Source: an optimization exercise on an open RTL-to-GDS flow (aim: small area, a short achievable clock period and few clock cycles per item). Production flows keep margins and buffers that such runs may drop. The RTL was checked by simulation tests, not by an equivalence proof against the original design. No activity file was given, so power comes from the tool's default toggle rates.

==> flow/design.v <==
package wtok_pkg;
  localparam int unsigned LENGTH_WIDTH_DEF = 16;
  localparam logic [31:0] FNV_BASIS = 32'h811C_9DC5;
  localparam logic [31:0] FNV_PRIME = 32'h0100_0193;
  localparam logic [7:0] CHR_NUL = 8'h00;
  localparam logic [7:0] CHR_TAB = 8'h09;
  localparam logic [7:0] CHR_LF  = 8'h0A;
  localparam logic [7:0] CHR_VT  = 8'h0B;
  localparam logic [7:0] CHR_FF  = 8'h0C;
  localparam logic [7:0] CHR_CR  = 8'h0D;
  localparam logic [7:0] CHR_SP  = 8'h20;
  localparam logic [15:0] EOS_LENGTH = 16'd4;
  localparam int unsigned QUEUE_DEPTH = 4;
  localparam int unsigned QUEUE_PTR_W = $clog2(QUEUE_DEPTH);
  localparam int unsigned QUEUE_CNT_W = $clog2(QUEUE_DEPTH + 1);
  typedef struct packed {
    logic [7:0] data_byte;
    logic       end_of_input;
  } byte_t;
  typedef struct packed {
    logic [31:0] word_hash;
    logic [15:0] word_length;
    logic        is_eos;
    logic        last;
  } token_t;
  localparam int unsigned TOKEN_W = 50;  
  localparam logic [31:0] EOS_HASH = 32'hD79C_9359;
endpackage
import wtok_pkg::*;
module wtok_room (
  input  logic [1:0] cls,
  input  logic       in_word,
  input  logic [1:0] e_pre,
  input  logic       w_own,
  input  logic       e_post,
  input  logic       take,
  output logic       ok
);
  logic       e_front;
  logic [1:0] e_pre1;
  logic       w_own1;
  logic       e_post1;
  always_comb begin
    e_front = (e_pre != 2'd0);
    e_pre1  = e_pre;
    w_own1  = w_own;
    e_post1 = e_post;
    if (take) begin
      if (e_front) begin
        e_pre1 = e_pre - 2'd1;
      end else if (w_own) begin
        w_own1  = 1'b0;
        e_pre1  = {1'b0, e_post};
        e_post1 = 1'b0;
      end
    end
    case (cls)
      2'd1:    ok = in_word || !w_own;
      2'd2:    ok = in_word || (w_own1 ? !e_post1 : (e_pre1 != 2'd2));
      2'd3:    ok = 1'b1;
      default: ok = 1'b0;
    endcase
  end
endmodule
module word_tokenizer_fnv1a_hasher_top #(
  parameter int unsigned LENGTH_WIDTH = wtok_pkg::LENGTH_WIDTH_DEF
) (
  input  logic   clk,
  input  logic   rst,
  input  logic   byte_valid,
  output logic   byte_ready,
  input  wtok_pkg::byte_t  byte_data,
  output logic   token_valid,
  input  logic   token_ready,
  output wtok_pkg::token_t token_data
);
  localparam logic [1:0] C_NONE = 2'd0;
  localparam logic [1:0] C_WORD = 2'd1;
  localparam logic [1:0] C_LF   = 2'd2;
  localparam logic [1:0] C_END  = 2'd3;
  logic [1:0]  ib_cls;
  logic        ib_b7;
  logic                    in_word;
  logic [31:0]             hash_r;
  logic [LENGTH_WIDTH-1:0] len_r;
  logic                    last_r;
  logic [1:0]  e_pre;
  logic        w_own;
  logic        e_post;
  logic        rdy_nt;
  logic        rdy_t;
  logic        e_front;
  logic        word_end;
  logic        imm_w;
  logic        take;
  logic        w_now;       
  logic        w_give;      
  logic        ok;
  logic        hash_upd;
  logic        hash_clr;
  logic        byte_xfer;
  logic        in_space;
  logic [1:0]  in_cls;
  logic [6:0]  in_low;
  logic [31:0] mix_out;
  logic [31:0] mixed;
  logic [6:0]  hlo_n;
  logic        w_next_nt;   
  logic        w_next_t;    
  logic [1:0]  ib_cls_n;
  logic        in_word_n;
  logic [1:0]  e_pre_n;
  logic        w_own_n;
  logic        e_post_n;
  logic        ok_nt_n;
  logic        ok_t_n;
  assign e_front     = (e_pre != 2'd0);
  assign word_end    = in_word && ib_cls[1];
  assign imm_w       = word_end && !e_front;
  assign token_valid = e_front || w_own || imm_w;
  assign take        = token_valid && token_ready;
  assign token_data.word_hash   = e_front ? EOS_HASH : hash_r;
  assign token_data.word_length = e_front ? EOS_LENGTH : 16'(len_r);
  assign token_data.is_eos      = e_front;
  assign token_data.last        = e_front || (w_own ? last_r : ib_cls[0]);
  assign byte_ready = rdy_nt || (token_ready && rdy_t);
  assign byte_xfer  = byte_valid && byte_ready;
  wtok_room u_room (
    .cls(ib_cls), .in_word(in_word), .e_pre(e_pre), .w_own(w_own),
    .e_post(e_post), .take(take), .ok(ok)
  );
  always_comb begin
    w_now    = imm_w && token_ready;
    w_give   = take && !e_front && w_own;
    hash_upd = (ib_cls == C_WORD) && ok;
    hash_clr = w_now || w_give;
    in_space = (byte_data.data_byte == CHR_SP)  || (byte_data.data_byte == CHR_LF) ||
               (byte_data.data_byte == CHR_CR)  || (byte_data.data_byte == CHR_TAB) ||
               (byte_data.data_byte == CHR_VT)  || (byte_data.data_byte == CHR_FF) ||
               (byte_data.data_byte == CHR_NUL);
    if (byte_data.end_of_input)                 in_cls = C_END;
    else if (byte_data.data_byte == CHR_LF)     in_cls = C_LF;
    else if (in_space)                          in_cls = C_END;
    else                                        in_cls = C_WORD;
    in_low = byte_data.data_byte[6:0] ^ {7{byte_data.data_byte[7]}};
    if (byte_xfer)   ib_cls_n = in_cls;
    else if (ok)     ib_cls_n = C_NONE;
    else             ib_cls_n = ib_cls;
    e_pre_n   = e_pre;
    w_own_n   = w_own;
    e_post_n  = e_post;
    in_word_n = in_word;
    if (take && !imm_w) begin
      if (e_front) begin
        e_pre_n = e_pre - 2'd1;
      end else begin
        w_own_n  = 1'b0;
        e_pre_n  = {1'b0, e_post};
        e_post_n = 1'b0;
      end
    end
    if (ok) begin
      case (ib_cls)
        C_WORD: in_word_n = 1'b1;
        C_LF: begin
          in_word_n = 1'b0;
          if (in_word) begin
            if (w_now) begin
              e_pre_n  = e_pre_n + 2'd1;
            end else begin
              w_own_n  = 1'b1;
              e_post_n = 1'b1;
            end
          end else if (w_own_n) begin
            e_post_n = 1'b1;
          end else begin
            e_pre_n  = e_pre_n + 2'd1;
          end
        end
        C_END: begin
          in_word_n = 1'b0;
          if (in_word && !w_now) w_own_n = 1'b1;
        end
        default: ;
      endcase
    end
    mixed = mix_out;
    if (rst || hash_clr) hlo_n = FNV_BASIS[6:0];
    else if (hash_upd)   hlo_n = mixed[6:0];
    else                 hlo_n = hash_r[6:0];
    if (byte_xfer && in_cls == C_WORD) hlo_n = hlo_n ^ in_low;
    w_next_nt = w_own_n || (in_word_n && ib_cls_n[1]);
    w_next_t  = (e_pre_n != 2'd0) && w_next_nt;
  end
  fnv_mul u_mul (.x(hash_r), .e(ib_b7), .y(mix_out));
  wtok_room u_room_nt (
    .cls(ib_cls_n), .in_word(in_word_n), .e_pre(e_pre_n), .w_own(w_own_n),
    .e_post(e_post_n), .take(1'b0), .ok(ok_nt_n)
  );
  wtok_room u_room_t (
    .cls(ib_cls_n), .in_word(in_word_n), .e_pre(e_pre_n), .w_own(w_own_n),
    .e_post(e_post_n), .take(1'b1), .ok(ok_t_n)
  );
  always_ff @(posedge clk) begin
    if (rst) begin
      ib_cls  <= C_NONE;
      in_word <= 1'b0;
      e_pre   <= 2'd0;
      w_own   <= 1'b0;
      e_post  <= 1'b0;
      rdy_nt  <= 1'b1;
      rdy_t   <= 1'b1;
    end else begin
      ib_cls  <= ib_cls_n;
      in_word <= in_word_n;
      e_pre   <= e_pre_n;
      w_own   <= w_own_n;
      e_post  <= e_post_n;
      rdy_nt  <= ((ib_cls_n == C_NONE) || ok_nt_n) && !w_next_nt;
      rdy_t   <= ((ib_cls_n == C_NONE) || ok_t_n) && !w_next_t;
    end
  end
  always_ff @(posedge clk) begin
    if (byte_xfer) begin
      ib_b7 <= byte_data.data_byte[7];
    end
  end
  always_ff @(posedge clk) begin
    if (rst || hash_clr) begin
      hash_r[31:7] <= FNV_BASIS[31:7];
      len_r        <= '0;
    end else if (hash_upd) begin
      hash_r[31:7] <= mixed[31:7];
      if (len_r != '1) begin
        len_r <= len_r + LENGTH_WIDTH'(1);
      end
    end
  end
  always_ff @(posedge clk) begin
    hash_r[6:0] <= hlo_n;
  end
  always_ff @(posedge clk) begin
    if (ok && word_end && !w_now) begin
      last_r <= (ib_cls == C_END);
    end
  end
endmodule
module fnv_mul (
  input  logic [31:0] x,
  input  logic        e,
  output logic [31:0] y
);
  logic fs0;
  logic fc0;
  logic fs1;
  logic fc1;
  logic fs2;
  logic fc2;
  logic fs3;
  logic fc3;
  logic fs4;
  logic fc4;
  logic fs5;
  logic fc5;
  logic fs6;
  logic fc6;
  logic fs7;
  logic fc7;
  logic fs8;
  logic fc8;
  logic fs9;
  logic fc9;
  logic fs10;
  logic fc10;
  logic fs11;
  logic fc11;
  logic fs12;
  logic fc12;
  logic fs13;
  logic fc13;
  logic fs14;
  logic fc14;
  logic fs15;
  logic fc15;
  logic fs16;
  logic fc16;
  logic fs17;
  logic fc17;
  logic fs18;
  logic fc18;
  logic fs19;
  logic fc19;
  logic fs20;
  logic fc20;
  logic fs21;
  logic fc21;
  logic fs22;
  logic fc22;
  logic fs23;
  logic fc23;
  logic fs24;
  logic fc24;
  logic fs25;
  logic fc25;
  logic fs26;
  logic fc26;
  logic fs27;
  logic fc27;
  logic fs28;
  logic fc28;
  logic fs29;
  logic fc29;
  logic fs30;
  logic fc30;
  logic fs31;
  logic fc31;
  logic fs32;
  logic fc32;
  logic fs33;
  logic fc33;
  logic fs34;
  logic fc34;
  logic fs35;
  logic fc35;
  logic fs36;
  logic fc36;
  logic fs37;
  logic fc37;
  logic fs38;
  logic fc38;
  logic fs39;
  logic fc39;
  logic fs40;
  logic fc40;
  logic fs41;
  logic fc41;
  logic fs42;
  logic fc42;
  logic fs43;
  logic fc43;
  logic fs44;
  logic fc44;
  logic fs45;
  logic fc45;
  logic fs46;
  logic fc46;
  logic fs47;
  logic fc47;
  logic fs48;
  logic fc48;
  logic fs49;
  logic fc49;
  logic fs50;
  logic fc50;
  logic fs51;
  logic fc51;
  logic fs52;
  logic fc52;
  logic fs53;
  logic fc53;
  logic fs54;
  logic fc54;
  logic fs55;
  logic fc55;
  logic fs56;
  logic fc56;
  logic fs57;
  logic fc57;
  logic fs58;
  logic fc58;
  logic fs59;
  logic fc59;
  logic fs60;
  logic fc60;
  logic fs61;
  logic fc61;
  logic fs62;
  logic fc62;
  logic fs63;
  logic fc63;
  logic fs64;
  logic fc64;
  logic fs65;
  logic fc65;
  logic fs66;
  logic fc66;
  logic fs67;
  logic fc67;
  logic fs68;
  logic fc68;
  logic fs69;
  logic fc69;
  logic fs70;
  logic fc70;
  logic fs71;
  logic fc71;
  logic fs72;
  logic fc72;
  logic fs73;
  logic fc73;
  logic fs74;
  logic fc74;
  logic fs75;
  logic fc75;
  logic fs76;
  logic fc76;
  logic fs77;
  logic fc77;
  logic fs78;
  logic fc78;
  logic fs79;
  logic fc79;
  logic fs80;
  logic fc80;
  logic fs81;
  logic fc81;
  logic fs82;
  logic fc82;
  logic fs83;
  logic fc83;
  logic fs84;
  logic fc84;
  logic [31:0] ra, rb;
  assign fs0 = x[4] ^ x[3] ^ x[0];
  assign fc0 = (x[4] & x[3]) | (x[4] & x[0]) | (x[3] & x[0]);
  assign fs1 = x[5] ^ x[4] ^ x[1];
  assign fc1 = (x[5] & x[4]) | (x[5] & x[1]) | (x[4] & x[1]);
  assign fs2 = x[6] ^ x[5] ^ x[2];
  assign fc2 = (x[6] & x[5]) | (x[6] & x[2]) | (x[5] & x[2]);
  assign fs3 = x[7] ^ x[6] ^ x[3];
  assign fc3 = (x[7] & x[6]) | (x[7] & x[3]) | (x[6] & x[3]);
  assign fs4 = x[0] ^ e ^ fc2;
  assign fc4 = (x[0] & e) | (x[0] & fc2) | (e & fc2);
  assign fs5 = x[8] ^ x[7] ^ x[4];
  assign fc5 = (x[8] & x[7]) | (x[8] & x[4]) | (x[7] & x[4]);
  assign fs6 = x[1] ^ x[0] ^ e;
  assign fc6 = (x[1] & x[0]) | (x[1] & e) | (x[0] & e);
  assign fs7 = fc3 ^ fs5 ^ fs6;
  assign fc7 = (fc3 & fs5) | (fc3 & fs6) | (fs5 & fs6);
  assign fs8 = x[9] ^ x[8] ^ x[5];
  assign fc8 = (x[9] & x[8]) | (x[9] & x[5]) | (x[8] & x[5]);
  assign fs9 = x[2] ^ x[1] ^ fc5;
  assign fc9 = (x[2] & x[1]) | (x[2] & fc5) | (x[1] & fc5);
  assign fs10 = fc6 ^ fs8 ^ fc7;
  assign fc10 = (fc6 & fs8) | (fc6 & fc7) | (fs8 & fc7);
  assign fs11 = x[10] ^ x[9] ^ x[6];
  assign fc11 = (x[10] & x[9]) | (x[10] & x[6]) | (x[9] & x[6]);
  assign fs12 = x[3] ^ x[2] ^ fc8;
  assign fc12 = (x[3] & x[2]) | (x[3] & fc8) | (x[2] & fc8);
  assign fs13 = fs11 ^ fc9 ^ fs12;
  assign fc13 = (fs11 & fc9) | (fs11 & fs12) | (fc9 & fs12);
  assign fs14 = x[11] ^ x[10] ^ x[7];
  assign fc14 = (x[11] & x[10]) | (x[11] & x[7]) | (x[10] & x[7]);
  assign fs15 = x[4] ^ x[3] ^ fc11;
  assign fc15 = (x[4] & x[3]) | (x[4] & fc11) | (x[3] & fc11);
  assign fs16 = fs14 ^ fc12 ^ fs15;
  assign fc16 = (fs14 & fc12) | (fs14 & fs15) | (fc12 & fs15);
  assign fs17 = x[12] ^ x[11] ^ x[8];
  assign fc17 = (x[12] & x[11]) | (x[12] & x[8]) | (x[11] & x[8]);
  assign fs18 = x[5] ^ x[4] ^ fc14;
  assign fc18 = (x[5] & x[4]) | (x[5] & fc14) | (x[4] & fc14);
  assign fs19 = fs17 ^ fc15 ^ fs18;
  assign fc19 = (fs17 & fc15) | (fs17 & fs18) | (fc15 & fs18);
  assign fs20 = x[13] ^ x[12] ^ x[9];
  assign fc20 = (x[13] & x[12]) | (x[13] & x[9]) | (x[12] & x[9]);
  assign fs21 = x[6] ^ x[5] ^ fc17;
  assign fc21 = (x[6] & x[5]) | (x[6] & fc17) | (x[5] & fc17);
  assign fs22 = fs20 ^ fc18 ^ fs21;
  assign fc22 = (fs20 & fc18) | (fs20 & fs21) | (fc18 & fs21);
  assign fs23 = x[14] ^ x[13] ^ x[10];
  assign fc23 = (x[14] & x[13]) | (x[14] & x[10]) | (x[13] & x[10]);
  assign fs24 = x[7] ^ x[6] ^ fc20;
  assign fc24 = (x[7] & x[6]) | (x[7] & fc20) | (x[6] & fc20);
  assign fs25 = fs23 ^ fc21 ^ fs24;
  assign fc25 = (fs23 & fc21) | (fs23 & fs24) | (fc21 & fs24);
  assign fs26 = x[15] ^ x[14] ^ x[11];
  assign fc26 = (x[15] & x[14]) | (x[15] & x[11]) | (x[14] & x[11]);
  assign fs27 = x[8] ^ x[7] ^ fc23;
  assign fc27 = (x[8] & x[7]) | (x[8] & fc23) | (x[7] & fc23);
  assign fs28 = fs26 ^ fc24 ^ fs27;
  assign fc28 = (fs26 & fc24) | (fs26 & fs27) | (fc24 & fs27);
  assign fs29 = x[16] ^ x[15] ^ x[12];
  assign fc29 = (x[16] & x[15]) | (x[16] & x[12]) | (x[15] & x[12]);
  assign fs30 = x[9] ^ x[8] ^ fc26;
  assign fc30 = (x[9] & x[8]) | (x[9] & fc26) | (x[8] & fc26);
  assign fs31 = fs29 ^ fc27 ^ fs30;
  assign fc31 = (fs29 & fc27) | (fs29 & fs30) | (fc27 & fs30);
  assign fs32 = x[17] ^ x[16] ^ x[13];
  assign fc32 = (x[17] & x[16]) | (x[17] & x[13]) | (x[16] & x[13]);
  assign fs33 = x[10] ^ x[9] ^ fc29;
  assign fc33 = (x[10] & x[9]) | (x[10] & fc29) | (x[9] & fc29);
  assign fs34 = fs32 ^ fc30 ^ fs33;
  assign fc34 = (fs32 & fc30) | (fs32 & fs33) | (fc30 & fs33);
  assign fs35 = x[18] ^ x[17] ^ x[14];
  assign fc35 = (x[18] & x[17]) | (x[18] & x[14]) | (x[17] & x[14]);
  assign fs36 = x[11] ^ x[10] ^ fc32;
  assign fc36 = (x[11] & x[10]) | (x[11] & fc32) | (x[10] & fc32);
  assign fs37 = fs35 ^ fc33 ^ fs36;
  assign fc37 = (fs35 & fc33) | (fs35 & fs36) | (fc33 & fs36);
  assign fs38 = x[19] ^ x[18] ^ x[15];
  assign fc38 = (x[19] & x[18]) | (x[19] & x[15]) | (x[18] & x[15]);
  assign fs39 = x[12] ^ x[11] ^ fc35;
  assign fc39 = (x[12] & x[11]) | (x[12] & fc35) | (x[11] & fc35);
  assign fs40 = fs38 ^ fc36 ^ fs39;
  assign fc40 = (fs38 & fc36) | (fs38 & fs39) | (fc36 & fs39);
  assign fs41 = x[20] ^ x[19] ^ x[16];
  assign fc41 = (x[20] & x[19]) | (x[20] & x[16]) | (x[19] & x[16]);
  assign fs42 = x[13] ^ x[12] ^ fc38;
  assign fc42 = (x[13] & x[12]) | (x[13] & fc38) | (x[12] & fc38);
  assign fs43 = fs41 ^ fc39 ^ fs42;
  assign fc43 = (fs41 & fc39) | (fs41 & fs42) | (fc39 & fs42);
  assign fs44 = x[21] ^ x[20] ^ x[17];
  assign fc44 = (x[21] & x[20]) | (x[21] & x[17]) | (x[20] & x[17]);
  assign fs45 = x[14] ^ x[13] ^ fc41;
  assign fc45 = (x[14] & x[13]) | (x[14] & fc41) | (x[13] & fc41);
  assign fs46 = fs44 ^ fc42 ^ fs45;
  assign fc46 = (fs44 & fc42) | (fs44 & fs45) | (fc42 & fs45);
  assign fs47 = x[22] ^ x[21] ^ x[18];
  assign fc47 = (x[22] & x[21]) | (x[22] & x[18]) | (x[21] & x[18]);
  assign fs48 = x[15] ^ x[14] ^ fc44;
  assign fc48 = (x[15] & x[14]) | (x[15] & fc44) | (x[14] & fc44);
  assign fs49 = fs47 ^ fc45 ^ fs48;
  assign fc49 = (fs47 & fc45) | (fs47 & fs48) | (fc45 & fs48);
  assign fs50 = x[23] ^ x[22] ^ x[19];
  assign fc50 = (x[23] & x[22]) | (x[23] & x[19]) | (x[22] & x[19]);
  assign fs51 = x[16] ^ x[15] ^ fc47;
  assign fc51 = (x[16] & x[15]) | (x[16] & fc47) | (x[15] & fc47);
  assign fs52 = fs50 ^ fc48 ^ fs51;
  assign fc52 = (fs50 & fc48) | (fs50 & fs51) | (fc48 & fs51);
  assign fs53 = x[24] ^ x[23] ^ x[20];
  assign fc53 = (x[24] & x[23]) | (x[24] & x[20]) | (x[23] & x[20]);
  assign fs54 = x[17] ^ x[16] ^ x[0];
  assign fc54 = (x[17] & x[16]) | (x[17] & x[0]) | (x[16] & x[0]);
  assign fs55 = e ^ fc50 ^ fs53;
  assign fc55 = (e & fc50) | (e & fs53) | (fc50 & fs53);
  assign fs56 = fs54 ^ fc51 ^ fs55;
  assign fc56 = (fs54 & fc51) | (fs54 & fs55) | (fc51 & fs55);
  assign fs57 = x[25] ^ x[24] ^ x[21];
  assign fc57 = (x[25] & x[24]) | (x[25] & x[21]) | (x[24] & x[21]);
  assign fs58 = x[18] ^ x[17] ^ x[1];
  assign fc58 = (x[18] & x[17]) | (x[18] & x[1]) | (x[17] & x[1]);
  assign fs59 = fc53 ^ fc54 ^ fs57;
  assign fc59 = (fc53 & fc54) | (fc53 & fs57) | (fc54 & fs57);
  assign fs60 = fs58 ^ fc55 ^ fs59;
  assign fc60 = (fs58 & fc55) | (fs58 & fs59) | (fc55 & fs59);
  assign fs61 = x[26] ^ x[25] ^ x[22];
  assign fc61 = (x[26] & x[25]) | (x[26] & x[22]) | (x[25] & x[22]);
  assign fs62 = x[19] ^ x[18] ^ x[2];
  assign fc62 = (x[19] & x[18]) | (x[19] & x[2]) | (x[18] & x[2]);
  assign fs63 = fc57 ^ fc58 ^ fs61;
  assign fc63 = (fc57 & fc58) | (fc57 & fs61) | (fc58 & fs61);
  assign fs64 = fs62 ^ fc59 ^ fs63;
  assign fc64 = (fs62 & fc59) | (fs62 & fs63) | (fc59 & fs63);
  assign fs65 = x[27] ^ x[26] ^ x[23];
  assign fc65 = (x[27] & x[26]) | (x[27] & x[23]) | (x[26] & x[23]);
  assign fs66 = x[20] ^ x[19] ^ x[3];
  assign fc66 = (x[20] & x[19]) | (x[20] & x[3]) | (x[19] & x[3]);
  assign fs67 = fc61 ^ fc62 ^ fs65;
  assign fc67 = (fc61 & fc62) | (fc61 & fs65) | (fc62 & fs65);
  assign fs68 = fs66 ^ fc63 ^ fs67;
  assign fc68 = (fs66 & fc63) | (fs66 & fs67) | (fc63 & fs67);
  assign fs69 = x[28] ^ x[27] ^ x[24];
  assign fc69 = (x[28] & x[27]) | (x[28] & x[24]) | (x[27] & x[24]);
  assign fs70 = x[21] ^ x[20] ^ x[4];
  assign fc70 = (x[21] & x[20]) | (x[21] & x[4]) | (x[20] & x[4]);
  assign fs71 = fc65 ^ fc66 ^ fs69;
  assign fc71 = (fc65 & fc66) | (fc65 & fs69) | (fc66 & fs69);
  assign fs72 = fs70 ^ fc67 ^ fs71;
  assign fc72 = (fs70 & fc67) | (fs70 & fs71) | (fc67 & fs71);
  assign fs73 = x[29] ^ x[28] ^ x[25];
  assign fc73 = (x[29] & x[28]) | (x[29] & x[25]) | (x[28] & x[25]);
  assign fs74 = x[22] ^ x[21] ^ x[5];
  assign fc74 = (x[22] & x[21]) | (x[22] & x[5]) | (x[21] & x[5]);
  assign fs75 = fc69 ^ fc70 ^ fs73;
  assign fc75 = (fc69 & fc70) | (fc69 & fs73) | (fc70 & fs73);
  assign fs76 = fs74 ^ fc71 ^ fs75;
  assign fc76 = (fs74 & fc71) | (fs74 & fs75) | (fc71 & fs75);
  assign fs77 = x[30] ^ x[29] ^ x[26];
  assign fc77 = (x[30] & x[29]) | (x[30] & x[26]) | (x[29] & x[26]);
  assign fs78 = x[23] ^ x[22] ^ x[6];
  assign fc78 = (x[23] & x[22]) | (x[23] & x[6]) | (x[22] & x[6]);
  assign fs79 = fc73 ^ fc74 ^ fs77;
  assign fc79 = (fc73 & fc74) | (fc73 & fs77) | (fc74 & fs77);
  assign fs80 = fs78 ^ fc75 ^ fs79;
  assign fc80 = (fs78 & fc75) | (fs78 & fs79) | (fc75 & fs79);
  assign fs81 = x[31] ^ x[30] ^ x[27];
  assign fc81 = (x[31] & x[30]) | (x[31] & x[27]) | (x[30] & x[27]);
  assign fs82 = x[24] ^ x[23] ^ x[7];
  assign fc82 = (x[24] & x[23]) | (x[24] & x[7]) | (x[23] & x[7]);
  assign fs83 = fc77 ^ fc78 ^ fs81;
  assign fc83 = (fc77 & fc78) | (fc77 & fs81) | (fc78 & fs81);
  assign fs84 = fs82 ^ fc79 ^ fs83;
  assign fc84 = (fs82 & fc79) | (fs82 & fs83) | (fc79 & fs83);
  assign ra[0] = x[0];
  assign rb[0] = e;
  assign ra[1] = x[1];
  assign rb[1] = x[0];
  assign ra[2] = x[2];
  assign rb[2] = x[1];
  assign ra[3] = x[3];
  assign rb[3] = x[2];
  assign ra[4] = e;
  assign rb[4] = fs0;
  assign ra[5] = fc0;
  assign rb[5] = fs1;
  assign ra[6] = fc1;
  assign rb[6] = fs2;
  assign ra[7] = fs3;
  assign rb[7] = fs4;
  assign ra[8] = fc4;
  assign rb[8] = fs7;
  assign ra[9] = fs9;
  assign rb[9] = fs10;
  assign ra[10] = fc10;
  assign rb[10] = fs13;
  assign ra[11] = fc13;
  assign rb[11] = fs16;
  assign ra[12] = fc16;
  assign rb[12] = fs19;
  assign ra[13] = fc19;
  assign rb[13] = fs22;
  assign ra[14] = fc22;
  assign rb[14] = fs25;
  assign ra[15] = fc25;
  assign rb[15] = fs28;
  assign ra[16] = fc28;
  assign rb[16] = fs31;
  assign ra[17] = fc31;
  assign rb[17] = fs34;
  assign ra[18] = fc34;
  assign rb[18] = fs37;
  assign ra[19] = fc37;
  assign rb[19] = fs40;
  assign ra[20] = fc40;
  assign rb[20] = fs43;
  assign ra[21] = fc43;
  assign rb[21] = fs46;
  assign ra[22] = fc46;
  assign rb[22] = fs49;
  assign ra[23] = fc49;
  assign rb[23] = fs52;
  assign ra[24] = fc52;
  assign rb[24] = fs56;
  assign ra[25] = fc56;
  assign rb[25] = fs60;
  assign ra[26] = fc60;
  assign rb[26] = fs64;
  assign ra[27] = fc64;
  assign rb[27] = fs68;
  assign ra[28] = fc68;
  assign rb[28] = fs72;
  assign ra[29] = fc72;
  assign rb[29] = fs76;
  assign ra[30] = fc76;
  assign rb[30] = fs80;
  assign ra[31] = fc80;
  assign rb[31] = fs84;
  logic [31:0] g0, p0;
  assign g0 = ra & rb;
  assign p0 = ra ^ rb;
  logic gc0;
  assign gc0 = g0[0] | (p0[0] & e);
  logic gn1, pn1;
  assign gn1 = g0[1] | (p0[1] & gc0);
  assign pn1 = p0[1] & p0[0];
  logic gn2, pn2;
  assign gn2 = g0[3] | (p0[3] & g0[2]);
  assign pn2 = p0[3] & p0[2];
  logic gn3, pn3;
  assign gn3 = g0[5] | (p0[5] & g0[4]);
  assign pn3 = p0[5] & p0[4];
  logic gn4, pn4;
  assign gn4 = g0[7] | (p0[7] & g0[6]);
  assign pn4 = p0[7] & p0[6];
  logic gn5, pn5;
  assign gn5 = g0[9] | (p0[9] & g0[8]);
  assign pn5 = p0[9] & p0[8];
  logic gn6, pn6;
  assign gn6 = g0[11] | (p0[11] & g0[10]);
  assign pn6 = p0[11] & p0[10];
  logic gn7, pn7;
  assign gn7 = g0[13] | (p0[13] & g0[12]);
  assign pn7 = p0[13] & p0[12];
  logic gn8, pn8;
  assign gn8 = g0[15] | (p0[15] & g0[14]);
  assign pn8 = p0[15] & p0[14];
  logic gn9, pn9;
  assign gn9 = g0[17] | (p0[17] & g0[16]);
  assign pn9 = p0[17] & p0[16];
  logic gn10, pn10;
  assign gn10 = g0[19] | (p0[19] & g0[18]);
  assign pn10 = p0[19] & p0[18];
  logic gn11, pn11;
  assign gn11 = g0[21] | (p0[21] & g0[20]);
  assign pn11 = p0[21] & p0[20];
  logic gn12, pn12;
  assign gn12 = g0[23] | (p0[23] & g0[22]);
  assign pn12 = p0[23] & p0[22];
  logic gn13, pn13;
  assign gn13 = g0[25] | (p0[25] & g0[24]);
  assign pn13 = p0[25] & p0[24];
  logic gn14, pn14;
  assign gn14 = g0[27] | (p0[27] & g0[26]);
  assign pn14 = p0[27] & p0[26];
  logic gn15, pn15;
  assign gn15 = g0[29] | (p0[29] & g0[28]);
  assign pn15 = p0[29] & p0[28];
  logic gn16, pn16;
  assign gn16 = g0[31] | (p0[31] & g0[30]);
  assign pn16 = p0[31] & p0[30];
  logic gn17, pn17;
  assign gn17 = g0[2] | (p0[2] & gn1);
  assign pn17 = p0[2] & pn1;
  logic gn18, pn18;
  assign gn18 = gn2 | (pn2 & gn1);
  assign pn18 = pn2 & pn1;
  logic gn19, pn19;
  assign gn19 = g0[6] | (p0[6] & gn3);
  assign pn19 = p0[6] & pn3;
  logic gn20, pn20;
  assign gn20 = gn4 | (pn4 & gn3);
  assign pn20 = pn4 & pn3;
  logic gn21, pn21;
  assign gn21 = g0[10] | (p0[10] & gn5);
  assign pn21 = p0[10] & pn5;
  logic gn22, pn22;
  assign gn22 = gn6 | (pn6 & gn5);
  assign pn22 = pn6 & pn5;
  logic gn23, pn23;
  assign gn23 = g0[14] | (p0[14] & gn7);
  assign pn23 = p0[14] & pn7;
  logic gn24, pn24;
  assign gn24 = gn8 | (pn8 & gn7);
  assign pn24 = pn8 & pn7;
  logic gn25, pn25;
  assign gn25 = g0[18] | (p0[18] & gn9);
  assign pn25 = p0[18] & pn9;
  logic gn26, pn26;
  assign gn26 = gn10 | (pn10 & gn9);
  assign pn26 = pn10 & pn9;
  logic gn27, pn27;
  assign gn27 = g0[22] | (p0[22] & gn11);
  assign pn27 = p0[22] & pn11;
  logic gn28, pn28;
  assign gn28 = gn12 | (pn12 & gn11);
  assign pn28 = pn12 & pn11;
  logic gn29, pn29;
  assign gn29 = g0[26] | (p0[26] & gn13);
  assign pn29 = p0[26] & pn13;
  logic gn30, pn30;
  assign gn30 = gn14 | (pn14 & gn13);
  assign pn30 = pn14 & pn13;
  logic gn31, pn31;
  assign gn31 = g0[30] | (p0[30] & gn15);
  assign pn31 = p0[30] & pn15;
  logic gn32, pn32;
  assign gn32 = gn16 | (pn16 & gn15);
  assign pn32 = pn16 & pn15;
  logic gn33, pn33;
  assign gn33 = g0[4] | (p0[4] & gn18);
  assign pn33 = p0[4] & pn18;
  logic gn34, pn34;
  assign gn34 = gn3 | (pn3 & gn18);
  assign pn34 = pn3 & pn18;
  logic gn35, pn35;
  assign gn35 = gn19 | (pn19 & gn18);
  assign pn35 = pn19 & pn18;
  logic gn36, pn36;
  assign gn36 = gn20 | (pn20 & gn18);
  assign pn36 = pn20 & pn18;
  logic gn37, pn37;
  assign gn37 = g0[12] | (p0[12] & gn22);
  assign pn37 = p0[12] & pn22;
  logic gn38, pn38;
  assign gn38 = gn7 | (pn7 & gn22);
  assign pn38 = pn7 & pn22;
  logic gn39, pn39;
  assign gn39 = gn23 | (pn23 & gn22);
  assign pn39 = pn23 & pn22;
  logic gn40, pn40;
  assign gn40 = gn24 | (pn24 & gn22);
  assign pn40 = pn24 & pn22;
  logic gn41, pn41;
  assign gn41 = g0[20] | (p0[20] & gn26);
  assign pn41 = p0[20] & pn26;
  logic gn42, pn42;
  assign gn42 = gn11 | (pn11 & gn26);
  assign pn42 = pn11 & pn26;
  logic gn43, pn43;
  assign gn43 = gn27 | (pn27 & gn26);
  assign pn43 = pn27 & pn26;
  logic gn44, pn44;
  assign gn44 = gn28 | (pn28 & gn26);
  assign pn44 = pn28 & pn26;
  logic gn45, pn45;
  assign gn45 = g0[28] | (p0[28] & gn30);
  assign pn45 = p0[28] & pn30;
  logic gn46, pn46;
  assign gn46 = gn15 | (pn15 & gn30);
  assign pn46 = pn15 & pn30;
  logic gn47, pn47;
  assign gn47 = gn31 | (pn31 & gn30);
  assign pn47 = pn31 & pn30;
  logic gn48, pn48;
  assign gn48 = gn32 | (pn32 & gn30);
  assign pn48 = pn32 & pn30;
  logic gn49, pn49;
  assign gn49 = g0[8] | (p0[8] & gn36);
  assign pn49 = p0[8] & pn36;
  logic gn50, pn50;
  assign gn50 = gn5 | (pn5 & gn36);
  assign pn50 = pn5 & pn36;
  logic gn51, pn51;
  assign gn51 = gn21 | (pn21 & gn36);
  assign pn51 = pn21 & pn36;
  logic gn52, pn52;
  assign gn52 = gn22 | (pn22 & gn36);
  assign pn52 = pn22 & pn36;
  logic gn53, pn53;
  assign gn53 = gn37 | (pn37 & gn36);
  assign pn53 = pn37 & pn36;
  logic gn54, pn54;
  assign gn54 = gn38 | (pn38 & gn36);
  assign pn54 = pn38 & pn36;
  logic gn55, pn55;
  assign gn55 = gn39 | (pn39 & gn36);
  assign pn55 = pn39 & pn36;
  logic gn56, pn56;
  assign gn56 = gn40 | (pn40 & gn36);
  assign pn56 = pn40 & pn36;
  logic gn57, pn57;
  assign gn57 = g0[24] | (p0[24] & gn44);
  assign pn57 = p0[24] & pn44;
  logic gn58, pn58;
  assign gn58 = gn13 | (pn13 & gn44);
  assign pn58 = pn13 & pn44;
  logic gn59, pn59;
  assign gn59 = gn29 | (pn29 & gn44);
  assign pn59 = pn29 & pn44;
  logic gn60, pn60;
  assign gn60 = gn30 | (pn30 & gn44);
  assign pn60 = pn30 & pn44;
  logic gn61, pn61;
  assign gn61 = gn45 | (pn45 & gn44);
  assign pn61 = pn45 & pn44;
  logic gn62, pn62;
  assign gn62 = gn46 | (pn46 & gn44);
  assign pn62 = pn46 & pn44;
  logic gn63, pn63;
  assign gn63 = gn47 | (pn47 & gn44);
  assign pn63 = pn47 & pn44;
  logic gn64, pn64;
  assign gn64 = gn48 | (pn48 & gn44);
  assign pn64 = pn48 & pn44;
  logic gn65, pn65;
  assign gn65 = g0[16] | (p0[16] & gn56);
  assign pn65 = p0[16] & pn56;
  logic gn66, pn66;
  assign gn66 = gn9 | (pn9 & gn56);
  assign pn66 = pn9 & pn56;
  logic gn67, pn67;
  assign gn67 = gn25 | (pn25 & gn56);
  assign pn67 = pn25 & pn56;
  logic gn68, pn68;
  assign gn68 = gn26 | (pn26 & gn56);
  assign pn68 = pn26 & pn56;
  logic gn69, pn69;
  assign gn69 = gn41 | (pn41 & gn56);
  assign pn69 = pn41 & pn56;
  logic gn70, pn70;
  assign gn70 = gn42 | (pn42 & gn56);
  assign pn70 = pn42 & pn56;
  logic gn71, pn71;
  assign gn71 = gn43 | (pn43 & gn56);
  assign pn71 = pn43 & pn56;
  logic gn72, pn72;
  assign gn72 = gn44 | (pn44 & gn56);
  assign pn72 = pn44 & pn56;
  logic gn73, pn73;
  assign gn73 = gn57 | (pn57 & gn56);
  assign pn73 = pn57 & pn56;
  logic gn74, pn74;
  assign gn74 = gn58 | (pn58 & gn56);
  assign pn74 = pn58 & pn56;
  logic gn75, pn75;
  assign gn75 = gn59 | (pn59 & gn56);
  assign pn75 = pn59 & pn56;
  logic gn76, pn76;
  assign gn76 = gn60 | (pn60 & gn56);
  assign pn76 = pn60 & pn56;
  logic gn77, pn77;
  assign gn77 = gn61 | (pn61 & gn56);
  assign pn77 = pn61 & pn56;
  logic gn78, pn78;
  assign gn78 = gn62 | (pn62 & gn56);
  assign pn78 = pn62 & pn56;
  logic gn79, pn79;
  assign gn79 = gn63 | (pn63 & gn56);
  assign pn79 = pn63 & pn56;
  logic gn80, pn80;
  assign gn80 = gn64 | (pn64 & gn56);
  assign pn80 = pn64 & pn56;
  logic [31:0] pe;
  assign pe = p0 ^ {32{e}};
  assign y[0] = pe[0] ^ e;
  assign y[1] = pe[1] ^ gc0;
  assign y[2] = pe[2] ^ gn1;
  assign y[3] = pe[3] ^ gn17;
  assign y[4] = pe[4] ^ gn18;
  assign y[5] = pe[5] ^ gn33;
  assign y[6] = pe[6] ^ gn34;
  assign y[7] = pe[7] ^ gn35;
  assign y[8] = pe[8] ^ gn36;
  assign y[9] = pe[9] ^ gn49;
  assign y[10] = pe[10] ^ gn50;
  assign y[11] = pe[11] ^ gn51;
  assign y[12] = pe[12] ^ gn52;
  assign y[13] = pe[13] ^ gn53;
  assign y[14] = pe[14] ^ gn54;
  assign y[15] = pe[15] ^ gn55;
  assign y[16] = pe[16] ^ gn56;
  assign y[17] = pe[17] ^ gn65;
  assign y[18] = pe[18] ^ gn66;
  assign y[19] = pe[19] ^ gn67;
  assign y[20] = pe[20] ^ gn68;
  assign y[21] = pe[21] ^ gn69;
  assign y[22] = pe[22] ^ gn70;
  assign y[23] = pe[23] ^ gn71;
  assign y[24] = pe[24] ^ gn72;
  assign y[25] = pe[25] ^ gn73;
  assign y[26] = pe[26] ^ gn74;
  assign y[27] = pe[27] ^ gn75;
  assign y[28] = pe[28] ^ gn76;
  assign y[29] = pe[29] ^ gn77;
  assign y[30] = pe[30] ^ gn78;
  assign y[31] = pe[31] ^ gn79;
endmodule
==> flow/flow/run.sh <==
#!/bin/bash
# Layout flow: the standard flow, with two changes between its steps.
#  1. After the standard synthesis, flow/fapol.py re-chooses the polarity of
#     each full adder cell (a full adder is self-dual) to drop the inverters
#     that Yosys's adder extraction leaves between them, and turns an xor2
#     with one inverted input into an xnor2 (or back). Registers and all
#     other cells are untouched.
#  2. Ports are buffered with sky130_fd_sc_hd__buf_1 instead of the
#     flow's default buffer cell (every port still gets its own buffer).
# Each tool's output goes to a log file of its own in this folder.
set -euo pipefail
R=orfs/results/sky130hd/word_tokenizer_fnv1a_hasher_top/base
bash standard.sh synth > 1_standard_synth.log 2>&1
cp $R/1_2_yosys.v 1_2_yosys.standard.v
python3 flow/fapol.py 1_2_yosys.standard.v $R/1_2_yosys.v > 2_fapol.log 2>&1
touch $R/1_2_yosys.v
bash standard.sh BUFFER_PORTS_ARGS="-buffer_cell sky130_fd_sc_hd__buf_1" finish > 3_standard_finish.log 2>&1
==> flow/flow/fapol.py <==
#!/usr/bin/env python3
"""Choose the polarity of each full adder cell in a Yosys netlist so that as
few inverters as possible remain.

A full adder is self-dual: complementing its three inputs complements its sum
and carry. Yosys's adder extraction leaves many inverters between full
adders; this picks, for every fa cell, whether to build it on complemented
inputs (giving complemented outputs), then rebuilds the inverters: at most
one per signal, from the signal's net. Only inverters are removed or added
and only fa inputs are rewired; registers and all other cells are unchanged.

usage: fapol.py IN.v OUT.v
"""
import re, sys, random

src = open(sys.argv[1]).read()
m = re.search(r'^module\s+(\S+)\((.*?)\);\n', src, re.M | re.S)
head_end = m.end()
end_mod = src.rindex('endmodule')
body = src[head_end:end_mod]

decl_re = re.compile(r'^\s*(input|output|inout|wire)\s+(\[\d+:\d+\]\s+)?(\S+)\s*;\s*$', re.M)
inst_re = re.compile(r'^\s*(sky130_fd_sc_hd__\w+)\s+(\S+)\s*\((.*?)\);\s*$', re.M | re.S)
pin_re = re.compile(r'\.(\w+)\(\s*(.*?)\s*\)\s*(?:,|$)', re.S)

decls = []
ports = set()
for d in decl_re.finditer(body):
    decls.append(d.group(0))
    if d.group(1) in ('output',):
        rng = d.group(2)
        name = d.group(3)
        if rng:
            hi, lo = map(int, re.findall(r'\d+', rng))
            for i in range(min(hi, lo), max(hi, lo) + 1):
                ports.add(f'{name}[{i}]')
        else:
            ports.add(name)

OUTPINS = {'X', 'Y', 'Q', 'Q_N', 'SUM', 'COUT', 'HI', 'LO'}
cells = []
for c in inst_re.finditer(body):
    typ, name, pins = c.group(1), c.group(2), c.group(3)
    conn = {}
    for p in pin_re.finditer(pins):
        conn[p.group(1)] = p.group(2).strip()
    cells.append({'type': typ, 'name': name, 'conn': conn})

def is_inv(c):
    return re.match(r'sky130_fd_sc_hd__(clk)?inv_\d+$', c['type']) is not None

def norm(n):
    return n.strip()

driver = {}
for c in cells:
    for p, n in c['conn'].items():
        if p in OUTPINS:
            driver[norm(n)] = (c, p)

# inverters that drive a port stay as they are (treated as ordinary cells)
invs = [c for c in cells if is_inv(c) and norm(c['conn']['Y']) not in ports]
inv_set = set(id(c) for c in invs)

def resolve(n):
    n = norm(n); p = 0
    while n in driver and id(driver[n][0]) in inv_set:
        n = norm(driver[n][0]['conn']['A']); p ^= 1
    return n, p

fas = [c for c in cells if c['type'].startswith('sky130_fd_sc_hd__fa_')]
fa_idx = {id(c): i for i, c in enumerate(fas)}
sig_fa = {}                      # signal net -> fa index that drives it
for i, c in enumerate(fas):
    sig_fa[norm(c['conn']['SUM'])] = i
    sig_fa[norm(c['conn']['COUT'])] = i

# consumers: (cell, pin, signal, polarity)
cons = []
for c in cells:
    if id(c) in inv_set:
        continue
    for p, n in c['conn'].items():
        if p in OUTPINS:
            continue
        s, pol = resolve(n)
        cons.append((c, p, s, pol))
# signals that reach a port other than through kept cells: freeze their fa
frozen = set()
for n in ports:
    s, pol = resolve(n)
    if s in sig_fa and (s != norm(n)):
        frozen.add(sig_fa[s])

by_sig = {}
for k, (c, p, s, pol) in enumerate(cons):
    by_sig.setdefault(s, []).append(k)
fa_sigs = [set() for _ in fas]
for k, (c, p, s, pol) in enumerate(cons):
    if id(c) in fa_idx:
        fa_sigs[fa_idx[id(c)]].add(s)
    if s in sig_fa:
        fa_sigs[sig_fa[s]].add(s)

flip = [0] * len(fas)

def is_xor(c):
    return re.match(r'sky130_fd_sc_hd__x(n)?or2_\d+$', c['type']) is not None

def sig_cost(s):
    phi = flip[sig_fa[s]] if s in sig_fa else 0
    for k in by_sig.get(s, []):
        c, p, _, pol = cons[k]
        if is_xor(c):
            continue
        eff = pol ^ (flip[fa_idx[id(c)]] if id(c) in fa_idx else 0)
        if eff != phi:
            return 1
    return 0

def total():
    return sum(sig_cost(s) for s in by_sig)

before = total()
random.seed(1)
best_flip, best = list(flip), before
for restart in range(30):
    flip[:] = [0] * len(fas) if restart == 0 else [random.randint(0, 1) if i not in frozen else 0 for i in range(len(fas))]
    order = list(range(len(fas)))
    for rnd in range(60):
        improved = False
        random.shuffle(order)
        for i in order:
            if i in frozen:
                continue
            old = sum(sig_cost(s) for s in fa_sigs[i])
            flip[i] ^= 1
            new = sum(sig_cost(s) for s in fa_sigs[i])
            if new < old:
                improved = True
            elif new == old and random.random() < 0.3:
                pass
            else:
                flip[i] ^= 1
        if not improved and rnd > 15:
            break
    cur = total()
    if cur < best:
        best, best_flip = cur, list(flip)
flip[:] = best_flip
after = total()

def esc(n):
    n = norm(n)
    return n + ' ' if n.startswith('\\') else n

# rebuild: drop resolved inverters, one new inverter per signal that needs it
inv_of = {}
new_wires, new_cells = [], []
kept_inv_type = {}
for c in invs:
    s, _ = resolve(c['conn']['Y'])
    kept_inv_type.setdefault(s, c['type'])
cnt = 0
def inv_net(s):
    global cnt
    if s not in inv_of:
        cnt += 1
        w = f'_fapol_{cnt}_'
        inv_of[s] = w
        new_wires.append(f'  wire {w};')
        t = kept_inv_type.get(s, 'sky130_fd_sc_hd__inv_1')
        new_cells.append(f'  {t} _fapol_inv_{cnt}_ (\n    .A({esc(s)}),\n    .Y({w})\n  );')
    return inv_of[s]

swap = {}
for k, (c, p, s, pol) in enumerate(cons):
    phi = flip[sig_fa[s]] if s in sig_fa else 0
    eff = pol ^ (flip[fa_idx[id(c)]] if id(c) in fa_idx else 0)
    if is_xor(c):
        c['conn'][p] = s
        if eff != phi:
            swap[id(c)] = swap.get(id(c), 0) ^ 1
        continue
    c['conn'][p] = s if eff == phi else inv_net(s)
n_swap = 0
for c in cells:
    if swap.get(id(c)):
        n_swap += 1
        m2 = re.match(r'sky130_fd_sc_hd__(x(?:n)?or2)_(\d+)$', c['type'])
        kind, drive = m2.group(1), m2.group(2)
        if kind == 'xor2':
            c['type'] = f'sky130_fd_sc_hd__xnor2_{drive}'
            c['conn'] = {('Y' if q == 'X' else q): n for q, n in c['conn'].items()}
        else:
            c['type'] = f'sky130_fd_sc_hd__xor2_{drive}'
            c['conn'] = {('X' if q == 'Y' else q): n for q, n in c['conn'].items()}

dead = set(norm(c['conn']['Y']) for c in invs)
out = [src[:head_end]]
for d in decls:
    mm = decl_re.match(d)
    if mm.group(1) == 'wire' and not mm.group(2) and norm(mm.group(3)) in dead:
        continue
    out.append(d + '\n')
out += [w + '\n' for w in new_wires]
for c in cells:
    if id(c) in inv_set:
        continue
    pins = ',\n'.join(f'    .{p}({esc(n)})' for p, n in c['conn'].items())
    out.append(f"  {c['type']} {c['name']} (\n{pins}\n  );\n")
out += [x + '\n' for x in new_cells]
out.append(src[end_mod:])
open(sys.argv[2], 'w').write(''.join(out))
print(f'fapol: {len(fas)} full adders, {sum(flip)} flipped, {len(frozen)} frozen, {n_swap} xor/xnor swapped; '
      f'inverters {len(invs)} -> {len(inv_of)} (signal cost {before} -> {after})')
==> flow/standard.sh <==
#!/bin/bash
# synth_recipe.tcl (not shown) runs the flow's synth.tcl, then flattens the netlist and writes it again
# the make line also repeats each setting of config.mk as NAME=value (left out here)
make -C /OpenROAD-flow-scripts/flow DESIGN_CONFIG=/design/flow/config.mk WORK_HOME=/design/flow/orfs CLKGATE_MAP_FILE= SYNTH_SCRIPT=/design/flow/synth_recipe.tcl "${@:-finish}"
==> flow/config.mk <==
export PLATFORM = sky130hd
export DESIGN_NAME = word_tokenizer_fnv1a_hasher_top
export DESIGN_NICKNAME = word_tokenizer_fnv1a_hasher_top
export VERILOG_FILES = /design/flow/design.v
export SDC_FILE = /design/flow/constraint.sdc
export NUM_CORES = 4
export LEC_CHECK = 0
export ABC_AREA = 1
export CAP_MARGIN = 20
export CORE_MARGIN = 2
export CORE_UTILIZATION = 40
export CTS_BUF_LIST = sky130_fd_sc_hd__clkbuf_8
export CTS_CLUSTER_SIZE = 20
export GPL_ROUTABILITY_DRIVEN = 0
export PLACE_DENSITY = 0.7
export SETUP_SLACK_MARGIN = 2.8
export SLEW_MARGIN = 20
==> flow/constraint.sdc <==
create_clock -name core_clock -period 6.5 [get_ports {clk}]
set_input_delay 1.3000 -clock core_clock [delete_from_list [all_inputs] [get_ports {clk}]]
set_output_delay 1.3000 -clock core_clock [all_outputs]
set_load 0.01 [all_outputs]
==> results of run 1 <==
## final cells by class
class / count / area share (%)
Multi-Input combinational cell: 626 / 66.1
Sequential cell: 59 / 16.6
Inverter: 110 / 5.53
Timing Repair Buffer: 79 / 5.25
Tap cell: 216 / 3.62
Clock buffer: 9 / 1.66
Clock inverter: 7 / 1.24
## power groups by stage
stage	clock network, uW	registers [uW]	logic [uW]
final	381	440	1890
after global routing	405	448	2130
after global placement	0	449	1610
after floorplan	0	431	1360
after CTS	391	442	1710
after detailed placement	0	449	1640
## routing by layer
metal  GRT usage [%]  up-vias  wire length (um)
met3            3.43       23               777
met5               0        -                 0
li1                -     2742                 -
met4            5.98        0               274
met2            32.6      112              7700
met1            24.1     2581              7060
## final timing paths
| kind | cells past startpoint | startpoint | to |
|---|---|---|---|
| max | 17 | ib_b7 | hash_r[19] |
| min | 2 | len_r[1] | len_r[1] |
| max reg2reg | 17 | ib_b7 | hash_r[19] |
| min reg2reg | 2 | len_r[1] | len_r[1] |
## flip-flops by register name, indices dropped and copies added, names as in the netlist
register and flops:
len_r 16, w_own 1, hash_r 32, e_pre 2, ib_cls 2, rdy_nt 1
e_post 1, ib_b7 1, rdy_t 1, last_r 1, in_word 1
## tightest hold or removal path, delay by kind of cell (launching register included)
family | cells | cell delay, ps
flip-flops | 1 | 330
buffers and inverters | 1 | 70
AO/OA/AOI/OAI | 1 | 60
## metrics by stage
step / hold WS [ps] / util, %
2_1_floorplan: 461 / -
3_3_place_gp: 481 / 43.8
3_5_place_dp: 491 / 43.8
4_1_cts: 502 / 45.8
5_1_grt: 524 / 47.0
6_report: 500 / 47.0
## cell usage in the layout (no fill, tap or decap), drive strengths merged, types with 38 or more instances in the layout
master	n
xor2	38
ha	38
nand2	141
fa	81
nor2	74
buf	78
a21oi	83
o21ai	45
inv	110
dfxtp	57
## timing repair
item	in CTS	in global routing
gates resized for setup	24	38
pin swaps	1	9
setup endpoints to repair	16	15
buffers inserted	3	7
cloned	1	1
==> flow_summary.json, run 1 <==
{
  "status": "complete, no violations",
  "min_path_type": "reg2reg",
  "nFillCells": 1576,
  "remaining_drc_errors": 0,
  "cts-root-buf": "clkbuf_8",
  "rsz0062_at_grt": "yes",
  "combinationalPowerShare_pct": 69.7,
  "placedCellCount": 1078,
  "die_area_mm2": 0.0173,
  "finalCritPeriodShare_pct": 55.4,
  "fmaxAchievable_ghz": 0.278,
  "pre_cts_ws_ps": 2350,
  "clkTransAtPathRegs_ps": 80,
  "final_nets": 1017,
  "grt_start_max_net_pins": 37,
  "internal_power_uw": 1450,
  "portBuffers": 64,
  "setup_viol": 0,
  "cellPowerDensity_mw_per_mm2": 363,
  "fp.dieW_um": 132,
  "clock_latency_ps": 370,
  "holdBufCountCts": 0,
  "power_uw": 2710,
  "end_kind": "flop",
  "die_h_um": 132,
  "grt_overflow": 0,
  "firstDrtPassIters": 4,
  "multi_input_area_mm2": 0.00493,
  "path_max_fanout": 4,
  "rows": 46,
  "place_hpwl_um": 11600,
  "area_delta_synth_final_pct": 14.7,
  "postSynthCellCount": 817,
  "via_per_inst": 4.93,
  "pin_count": 65,
  "cts_buffers": 9,
  "slew_headroom_pct": 41.3,
  "core-area_mm2": 0.0159,
  "setup_slack_ps": 2900,
  "cp_slowest_stage_delay_ps": 560,
  "critPathRequiredTime_ps": 6810,
  "crit_family": "adder cells",
  "timing.final.hold_violations": 0,
  "clock-sinks": 59,
  "antenna_found_initial": 0,
  "post_drt_wl_per_cell_um": 14.3,
  "setup.worst_path.class": "reg2reg",
  "crit_buf_inv": 3,
  "initial_utilization_pct": 41.0,
  "worst_setup_path_start_kind": "flop",
  "fin_area_mm2": 0.00746,
  "grt_pass1_vias": 5445,
  "fin_skew_ps": 9.28,
  "leakagePower_uw": 0.00320,
  "reg2reg_setup_slack_ps": 2900,
  "cap_violations": 0,
  "p_seq_share_pct": 16.2,
  "clk_path_buf_depth": 2,
  "p_clk_share_pct": 14.0,
  "p_sw_uw": 1260,
  "syn_area_per_cell_um2": 7.97,
  "finalCriticalPeriod_ps": 3600,
  "drtIter0Drc": 240,
  "grt_pass1_wl_um": 26600,
  "switching_share_pct": 46.5,
  "drive_above_1_share_pct": 11.6,
  "yosysWarnings": 2,
  "routed_wl_um": 15800,
  "htree_levels": 3,
  "regArea_mm2": 0.00124,
  "drv_slew": 0,
  "cts_tree": "done",
  "synth_nets": 949,
  "worst_slew_pin_slew_ps": 880,
  "vias": 5458,
  "syn_area_mm2": 0.00651,
  "setup_tns_ps": 0,
  "antennaDiodeCount": 0,
  "ant_nets": 0,
  "layoutNonFillerInstCount": 1106,
  "cp.arrival_ps": 3910,
  "critPathSlowestCell": "fa_1",
  "track_usage_pct": 18.9,
  "place_area_mm2": 0.00695,
  "ir_drop_mv": 0.171,
  "path_cells": "buf_12 > fa_1 > fa_2 > fa_1 > ha_4 > a21oi_2 > o21ai_1 > inv_1 > nor2_2 > a211oi_2 > nand2_2 > buf_4 > nand3_1 > nand2_1 > a21oi_2 > o21ai_1 > nand2_1"
}
Testbench counts, summed over its fixed seeds: cycles 24,016, bytes 24,000.
==> run 2: changes to the inputs <==
--- a/flow/config.mk
+++ b/flow/config.mk
@@ -13,5 +13,4 @@
 export CTS_CLUSTER_SIZE = 20
-export GPL_ROUTABILITY_DRIVEN = 0
-export PLACE_DENSITY = 0.7
-export SETUP_SLACK_MARGIN = 2.8
+export PLACE_DENSITY = 0.8
+export SETUP_SLACK_MARGIN = 2.9
 export SLEW_MARGIN = 20
==> flow_summary.json, run 2 <==
{
  "worst_path_most_repeated_cell": "nand2_1",
  "cts_buffers": 9,
  "fp.dieW_um": 132,
  "leakagePower_uw": 0.00322,
  "clkTransAtPathRegs_ps": 80,
  "end_kind": "flop",
  "area_delta_synth_final_pct": 15.4,
  "grt_pass1_wl_um": 26900,
  "grt_pass1_vias": 5575,
  "remaining_drc_errors": 0,
  "grt_overflow": 0,
  "ant_nets": 0,
  "die_area_mm2": 0.0173,
  "cp_slowest_stage_delay_ps": 530,
  "path_max_fanout": 8,
  "routed_wl_um": 16200,
  "die_h_um": 132,
  "cts_tree": "done",
  "finalCriticalPeriod_ps": 3620,
  "place_hpwl_um": 11800,
  "clock-sinks": 59,
  "p_sw_uw": 1260,
  "cap_violations": 0,
  "p_seq_share_pct": 16.5,
  "via_per_inst": 5.09,
  "postSynthCellCount": 817,
  "hold_ws_ps": 503,
  "portBuffers": 64,
  "initial_utilization_pct": 41.0,
  "fmaxAchievable_ghz": 0.276,
  "rows": 46,
  "setup_tns_ps": 0,
  "worst_setup_path_start_kind": "flop",
  "p_clk_share_pct": 11.6,
  "final_nets": 1025,
  "finalCritPeriodShare_pct": 55.7,
  "grt_start_max_net_pins": 43,
  "holdBufCountCts": 0,
  "clk_path_buf_depth": 2,
  "worst_slew_pin_slew_ps": 900,
  "htree_levels": 3,
  "gp_congestion": 0.929,
  "whs_path_depth": 2,
  "switching_share_pct": 47.5,
  "antenna_found_initial": 0,
  "internal_power_uw": 1390,
  "regMostFlops": "hash_r",
  "final_cell_mix": "nand2_1, inv_1, a21oi_1, fa_1, nor2_1",
  "setup.worst_path.class": "reg2reg",
  "syn_area_mm2": 0.00651,
  "syn_area_per_cell_um2": 7.97,
  "largest_reg_flops": 32,
  "status": "complete, no violations",
  "cts-root-buf": "clkbuf_8",
  "reg.largest.list": "hash_r (32), len_r (16)",
  "worstRegToRegCells": 15,
  "synth_nets": 949,
  "yosysWarnings": 2,
  "setup_viol": 0,
  "timing.final.hold_violations": 0,
  "clock_latency_ps": 370,
  "slew_headroom_pct": 39.9,
  "post_drt_wl_per_cell_um": 14.6,
  "antennaDiodeCount": 0,
  "drtIter0Drc": 320,
  "ir_drop_mv": 0.144,
  "vias": 5665,
  "min_path_type": "reg2reg",
  "critPathRequiredTime_ps": 6740,
  "path_cells": "fa_1 > fa_1 > fa_1 > ha_1 > nand2_1 > nor2_1 > nand2_1 > nor3_1 > nand2_1 > nand2_4 > buf_6 > nand3_1 > nand2_1 > xor2_1 > o21ai_1",
  "layout_commonest_cell": "nand2_1",
  "firstDrtPassIters": 5,
  "cp.arrival_ps": 3850,
  "pin_count": 65,
  "rsz0062_at_grt": "yes",
  "cellPowerDensity_mw_per_mm2": 353,
  "drv_slew": 0,
  "critPathSlowestCell": "fa_1",
  "drive_above_1_share_pct": 11.9,
  "track_usage_pct": 19.2,
  "fin_skew_ps": 13.0,
  "core-area_mm2": 0.0159,
  "combinationalPowerShare_pct": 71.9
}
run 2: cell count changes in the layout (fill, tap and decap cells not counted), moves of 3 or more:
cell	change
buf_4	+8
dfxtp_1	-3
a21oi_2	-7
dfxtp_4	+5
a21oi_1	+6
run 2: worst max-delay path: cells and delay by family (launching register included):
family,cells,cell delay (ps)
compound gates,1,70
simple gates,8,950
buf+inv,1,140
flops,1,400
fa+ha+maj,4,1770
xor+xnor,1,150
run 2: final timing paths:
check                               start          to  slack [ps]
worst max-delay path            hash_r[7]  hash_r[31]        2880
worst min-delay path            len_r[15]   len_r[15]         500
worst max register to register  hash_r[7]  hash_r[31]        2880
worst min register to register  len_r[15]   len_r[15]         500
run 2: layout make-up:
type                    instances  area (um^2)
clock buffers                   9          124
fillers                      1559         8380
repair buffers                 87          467
well taps                     216          270
flip-flops and latches         59         1260
multi-input cells             626         4930
clock inverters                 7         46.3
inverters                     110          413
run 2: power groups by stage:
stage / clock, uW / sequential, uW / combinational (uW)
after floorplan: 0 / 431 / 1360
after global placement: 0 / 447 / 1590
after detailed placement: 0 / 448 / 1630
after CTS: 313 / 442 / 1730
after global routing: 333 / 445 / 2140
final: 306 / 438 / 1900
run 2: repair_timing:
item,CTS,global route
cloned,1,0
endpoints found under the hold margin,0,0
gates resized for setup,34,31
pin swaps,3,6
buffers inserted,6,13
endpoints found under the setup margin,17,16
run 2: layer usage:
metal  part of all wire (%)  global-route usage [%]
met5                      0                       0
met4                    2.6                    7.43
met3                    5.7                    3.55
met2                     48                    32.3
met1                     44                    24.5
run 2: through the flow:
step	cells	utilization [%]	cell area (um^2)	setup WS [ps]	power, uW
5_1_grt	1114	47.3	7510	2770	2920
3_3_place_gp	1078	43.8	6950	2430	2040
6_report	1114	47.3	7510	2880	2650
2_1_floorplan	817	-	6510	3010	1790
3_5_place_dp	1078	43.8	6950	2300	2080
4_1_cts	1101	45.8	7280	2910	2480
==> run 3: changes to the inputs <==
--- a/flow/config.mk
+++ b/flow/config.mk
@@ -14,3 +14,3 @@
 export PLACE_DENSITY = 0.8
-export SETUP_SLACK_MARGIN = 2.9
+export SETUP_SLACK_MARGIN = 2.6
 export SLEW_MARGIN = 20
==> flow_summary.json, run 3 <==
{
  "drv_slew": 0,
  "htree_levels": 3,
  "power_uw": 2480,
  "rsz0062_at_grt": "yes",
  "fp.dieW_um": 132,
  "antennaDiodeCount": 0,
  "cts_tree": "done",
  "antenna_found_initial": 0,
  "finalCriticalPeriod_ps": 3690,
  "pin_count": 65,
  "min_path_type": "reg2reg",
  "setup.worst_path.class": "reg2reg",
  "grt_start_max_net_pins": 43,
  "syn_area_mm2": 0.00651,
  "slew_headroom_pct": 41.6,
  "initial_utilization_pct": 41.0,
  "postSynthCellCount": 817,
  "finalCritPeriodShare_pct": 56.8,
  "rows": 46,
  "holdBufCountCts": 0,
  "leakagePower_uw": 0.00313,
  "worstRegToRegCells": 16,
  "firstDrtPassIters": 5,
  "die_area_mm2": 0.0173,
  "cts-root-buf": "clkbuf_8",
  "largest_reg_flops": 32,
  "place_hpwl_um": 11800,
  "reg2reg_setup_slack_ps": 2810,
  "r2r-start": "ib_b7",
  "path_max_fanout": 18,
  "vias": 5544,
  "fin_skew_ps": 13.5,
  "die_h_um": 132,
  "timing.final.hold_violations": 0,
  "yosysWarnings": 2,
  "whs_path_depth": 2,
  "setup_viol": 0,
  "worst_slew_pin_slew_ps": 875,
  "ir_drop_mv": 0.144,
  "status": "complete, no violations",
  "clk_path_buf_depth": 2,
  "grt_pass1_vias": 5475,
  "r2r_end": "hash_r[18]",
  "min_to": "len_r[15]",
  "clock_latency_ps": 370,
  "final_nets": 1011,
  "grt_overflow": 0,
  "nFillCells": 1586,
  "clock-sinks": 59,
  "track_usage_pct": 18.8,
  "critPathRequiredTime_ps": 6810,
  "syn_area_per_cell_um2": 7.97,
  "fmaxAchievable_ghz": 0.271,
  "cp.arrival_ps": 4000,
  "utilization_pct": 45.8,
  "drtIter0Drc": 335,
  "post_drt_wl_per_cell_um": 14.3,
  "cap_violations": 0,
  "final_cell_mix": "nand2_1, inv_1, fa_1",
  "end_kind": "flop",
  "clkTransAtPathRegs_ps": 80,
  "portBuffers": 64,
  "grt_pass1_wl_um": 26500,
  "drive_above_1_share_pct": 7.81,
  "area_delta_synth_final_pct": 11.7,
  "gp_congestion": 0.929,
  "routed_wl_um": 15800,
  "pre_cts_ws_ps": 2300,
  "layout_commonest_cell": "nand2_1",
  "cts_buffers": 9,
  "setup_slack_ps": 2810,
  "reg.largest.list": "hash_r (32), len_r (16)",
  "cellPowerDensity_mw_per_mm2": 341,
  "remaining_drc_errors": 0,
  "min-delay-start": "len_r[15]",
  "core-area_mm2": 0.0159,
  "setup_tns_ps": 0,
  "worst_setup_path_start_kind": "flop",
  "via_per_inst": 5.04,
  "ant_nets": 0,
  "regMostFlops": "hash_r",
  "synth_nets": 949
}
-- run 3: power by group --
part	internal [uW]	switching, uW
clock	136	171
combinational	767	965
sequential	383	57.7
-- run 3: routing by layer --
layer | global-route usage, % | wire length (um) | up-vias
li1 | - | - | 2737
met1 | 24.6 | 7050 | 2629
met2 | 31.4 | 7450 | 153
met3 | 3.09 | 926 | 25
met4 | 6.46 | 330 | 0
met5 | 0 | 0 | -
-- run 3: what timing repair did --
action                                  CTS  global route
gates resized for setup                   5            21
pin swaps                                 1             2
gates cloned                              0             1
endpoints found under the setup margin   16            16
setup buffers                             2             2
-- run 3: area by class of cell --
class                   instances  area [um^2]  area share, %
clock buffers                   9          124           1.70
well taps                     216          270           3.72
multi-input cells             626         4840           66.5
clock inverters                 7         46.3          0.637
inverters                     110          413           5.68
flip-flops and latches         59         1220           16.8
repair buffers                 73          358           4.92
-- run 3: through the flow --
step / std cells / hold WS [ps] / instance area [um^2]
4_1_cts: 1096 / 502 / 7150
5_1_grt: 1100 / 519 / 7270
3_3_place_gp: 1078 / 482 / 6950
3_5_place_dp: 1078 / 491 / 6950
2_1_floorplan: 817 / 461 / 6510
6_report: 1100 / 502 / 7270
-- run 3: worst max-delay path, stage by stage, from the launching register on --
cell,delay (ps)
edfxtp_1,430
buf_12,190
fa_1,500
fa_1,400
fa_1,540
ha_4,220
a21oi_1,160
o21ai_0,120
inv_1,90
nor2_1,60
a211oi_2,170
nand2_2,150
buf_4,170
a21oi_1,140
xnor2_1,130
nand2_1,70
nand2_1,80
-- run 3: worst max path at each step --
| stage | start | to | slack (ps) | depth (start not counted) |
|---|---|---|---|---|
| 3_5_place_dp | ib_b7 | hash_r[21] | 2300 | 19 |
| 5_1_grt | hash_r[11] | hash_r[31] | 2570 | 15 |
| 6_report | ib_b7 | hash_r[18] | 2810 | 16 |
| 3_3_place_gp | ib_b7 | hash_r[21] | 2430 | 19 |
| 2_1_floorplan | ib_b7 | hash_r[17] | 3010 | 14 |
| 4_1_cts | ib_b7 | hash_r[31] | 2620 | 16 |

[static timing again, ports no longer ideal]
How much do the figures lean on ideal ports? The routed layouts below were timed once more, with nothing changed but the port constraints.
Step 1: set_driving_cell puts a clkbuf_16 on clk and a buf_2 on each other input, an assumption about the parent block.
Step 2 times the ports against the registers' clock, not the clock port: input delays grow and output delays shrink by t, the midpoint of the rising clock arrivals with the driver on.
Three values: ideal, step 1, step 2; two values: the first two.
run | t, ns | slack for setup (ns) | worst setup path after step 2 | worst register clock-pin slew, ns
run 1 | 0.397 | 2.897 / 2.897 / 2.871 | input to register | 0.08 / 0.08
run 2 | 0.394 | 2.880 / 2.880 / 2.831 | input to register | 0.08 / 0.08
run 3 | 0.393 | 2.808 / 2.808 / 2.808 | register to register | 0.08 / 0.08
After both steps every run listed still meets setup and hold. The setup slack of run 2, which loses most, moves by 0.000 ns with the drivers and by -0.049 ns with both steps.
